This design comes from an exercise in tuning for a short achievable clock period and few clock cycles per item on the open sky130 flow, not from production work.
At most, simulation tests tie the RTL to the original design; equivalence was not proved.
Power is estimated from default activity; no workload was simulated.

## run E
## view_tag_record_scanner
module view_tag_record_scanner #(
  parameter int TEXT_MAX = 31
) (
  input  logic        clk_i,
  input  logic        rst_ni,
  input  logic        in_valid_i,
  output logic        in_ready_o,
  input  logic [7:0]  in_text_byte_i,
  input  logic        in_end_of_data_i,
  output logic        out_valid_o,
  input  logic        out_ready_i,
  output logic [1:0]  out_item_kind_o,
  output logic [7:0]  out_char_code_o,
  output logic [31:0] out_channel_o,
  output logic        out_is_signed_o,
  output logic        out_is_integer_o,
  output logic        out_last_o
);
For scale: about 3,300 cells after synthesis, roughly 1,200 flip-flops, about 60 I/O pins.
clock: 4.0 ns
lec_check: 0
abc_clock_period_in_ps: 1600
cap_margin: 20
core_margin: 2
core_utilization: 55
setup_slack_margin: 2.4
slew_margin: 20
tns_end_percent: 100
run.sh (not shown) runs the stock make flow with config.mk's settings and CLKGATE_MAP_FILE= SYNTH_SCRIPT=/design/flow/synth_recipe.tcl, a recipe that flattens the netlist after the stock synthesis.
What run F does differently from run E at the input level:
--- a/flow/design.v
+++ b/flow/design.v
@@ -338,17 +338,17 @@
   output logic [1:0]       item_kind_o,
   output logic [7:0]       char_code_o,
   output logic [31:0]      channel_o,
   output logic             is_signed_o,
   output logic             is_integer_o,
   output logic             last_o
 );
-  localparam int QCAP = 2 * TEXT_MAX + 6;
+  localparam int QCAP = 2 * TEXT_MAX + 4;
   logic [7:0]       q_q [QCAP];
-  logic [QCAP-1:0]  wp_q, cp_q, rp_q;    
+  logic [QCAP:0]    n_all_q, n_com_q, n_all_d, n_com_d;
   logic [CntW-1:0]  nrem_q [NSLOT];
   logic [CntW-1:0]  prem_q [NSLOT];
   logic [NSLOT-1:0] nz_n, nz_p;          
   logic [31:0]      chan_q [NSLOT];
   logic [NSLOT-1:0] sgn_q, intg_q;
   logic [NSLOT-1:0] full_q;              
   logic [NSLOT-1:0] first_free;          
@@ -363,15 +363,14 @@
   logic [31:0]      b_chan;
   logic             b_last;
   logic             ov_q;
   logic [1:0]       kind_q;
   logic [7:0]       char_q;
   logic [31:0]      ochan_q;
   logic             osgn_q, ointg_q, last_q;
-  logic [7:0]       q_head;
   logic             adv;
   logic             push, pop, done;         
   logic             sv_d;
   logic [NSLOT-1:0] full_d, nz_n_d, nz_p_d;
   assign adv = !ov_q || out_ready_i;
   always_ff @(posedge clk_i or negedge rst_ni) begin
     if (!rst_ni) begin
@@ -382,40 +381,47 @@
       push <= !sv_d && full_d[0];
       pop  <= !sv_d && full_d[0] && (nz_n_d[0] || nz_p_d[0]);
       done <= !sv_d && full_d[0] && !nz_n_d[0] && !nz_p_d[0];
     end
   end
   always_ff @(posedge clk_i) begin
     for (int i = 0; i < QCAP; i++) begin
-      if (wr_i && wp_q[i]) q_q[i] <= wchar_i;
+      if (wr_i && (pop ? ((i < QCAP - 1) && n_all_q[i + 1]) : n_all_q[i])) begin
+        q_q[i] <= wchar_i;
+      end else if (pop && i < QCAP - 1) begin
+        q_q[i] <= q_q[(i < QCAP - 1) ? i + 1 : i];
+      end
+    end
+  end
+  always_comb begin
+    if (discard_i) begin
+      n_all_d = pop ? (n_com_q >> 1) : n_com_q;
+    end else if (wr_i && !pop) begin
+      n_all_d = n_all_q << 1;
+    end else if (!wr_i && pop) begin
+      n_all_d = n_all_q >> 1;
+    end else begin
+      n_all_d = n_all_q;
+    end
+    if (commit_i) begin
+      n_com_d = pop ? (n_all_q >> 1) : n_all_q;
+    end else begin
+      n_com_d = pop ? (n_com_q >> 1) : n_com_q;
     end
   end
   always_ff @(posedge clk_i or negedge rst_ni) begin
     if (!rst_ni) begin
-      wp_q <= QCAP'(1);
-      cp_q <= QCAP'(1);
-      rp_q <= QCAP'(1);
-    end else begin
-      if (discard_i) begin
-        wp_q <= cp_q;
-      end else if (wr_i) begin
-        wp_q <= {wp_q[QCAP-2:0], wp_q[QCAP-1]};
-      end
-      if (commit_i) cp_q <= wp_q;
-      if (pop) rp_q <= {rp_q[QCAP-2:0], rp_q[QCAP-1]};
+      n_all_q <= (QCAP + 1)'(1);
+      n_com_q <= (QCAP + 1)'(1);
+    end else begin
+      n_all_q <= n_all_d;
+      n_com_q <= n_com_d;
     end
   end
-  assign space_o = !(|(rp_q & {wp_q[QCAP-2:0], wp_q[QCAP-1]})) &&
-                   !(|(rp_q & {wp_q[QCAP-3:0], wp_q[QCAP-1:QCAP-2]})) &&
-                   !(|(rp_q & {wp_q[QCAP-4:0], wp_q[QCAP-1:QCAP-3]})) &&
-                   !(|(rp_q & {wp_q[QCAP-5:0], wp_q[QCAP-1:QCAP-4]}));
-  always_comb begin
-    q_head = '0;
-    for (int i = 0; i < QCAP; i++) q_head = q_head | ({8{rp_q[i]}} & q_q[i]);
-  end
+  assign space_o = !(|n_all_q[QCAP:QCAP-3]);
   always_comb begin
     for (int r = 0; r < NSLOT; r++) begin
       first_free[r] = !full_q[r] && (r == 0 || full_q[(r > 0) ? r - 1 : 0]);
     end
     for (int r = 0; r < NSLOT; r++) begin
       put[r] = commit_i && (done ? ((r < NSLOT - 1) && first_free[(r < NSLOT - 1) ? r + 1 : r])
                                  : first_free[r]);
@@ -481,15 +487,15 @@
       full_q <= full_d;
       nz_n   <= nz_n_d;
       nz_p   <= nz_p_d;
     end
   end
   assign full_o = full_q;
   assign b_kind = nz_n[0] ? vtrs_pkg::KIND_NAME : nz_p[0] ? vtrs_pkg::KIND_PARAM : vtrs_pkg::KIND_END;
-  assign b_char = (nz_n[0] || nz_p[0]) ? q_head : 8'd0;
+  assign b_char = (nz_n[0] || nz_p[0]) ? q_q[0] : 8'd0;
   assign b_chan = (nz_n[0] || nz_p[0]) ? 32'd0 : chan_q[0];
   assign b_last = !(nz_n[0] || nz_p[0]);
   always_ff @(posedge clk_i or negedge rst_ni) begin
     if (!rst_ni) begin
       ov_q <= 1'b0;
       sv_q <= 1'b0;
     end else begin
==> results.txt <==
Fmax came out higher on run F than on run E. Static leakage: run F higher than run E. Compared run F vs run E, and synthesized area is up in run F. Compared to run E, the routing of run F uses less wire. Run F vs run E — number of global-route vias before repair dropped 1,340. Run E ended up with u_dp.rp_q[27] as its critical path launch point; run F ended up with u_dp.pop. When run F is set beside run E, its number of fillers in the final layout turns out to be 178 larger. Taking run F over run E, the worst vdd rail ir drop ratio works out to 0.836.
Testbench counts of run F, summed over its fixed seeds: cycles 41,030, bytes 40,918.
Only the layout flow was run in run E; the RTL was not checked for function there.

-- port drivers added, routing unchanged --
No port has a modelled driver above. Below, the same layouts with a new extraction and two added sets of constraints.
Step 1: set_driving_cell puts a clkbuf_16 on clk_i and a buf_2 on each other input, an assumption about the parent block.
Step 2 moves the port delays by t, midway between the first and last clock arrival at a register: inputs arrive t later, outputs are due t later. That takes back most of the time a late clock gives input paths.
Three values: ideal ports, drivers, drivers and shift; two values: the first two.
| run | t (ns) | setup slack, ns | clock arrival spread, ns |
|---|---|---|---|
| run E | 0.814 | 1.452 / 1.452 / 1.452 | 0.029 / 0.030 |
| run F | 0.754 | 1.822 / 1.822 / 1.771 | 0.027 / 0.027 |
After both steps every run listed still meets setup and hold. For run F, which loses most, drivers alone change the setup slack by 0.000 ns; drivers and shift together by -0.051 ns.
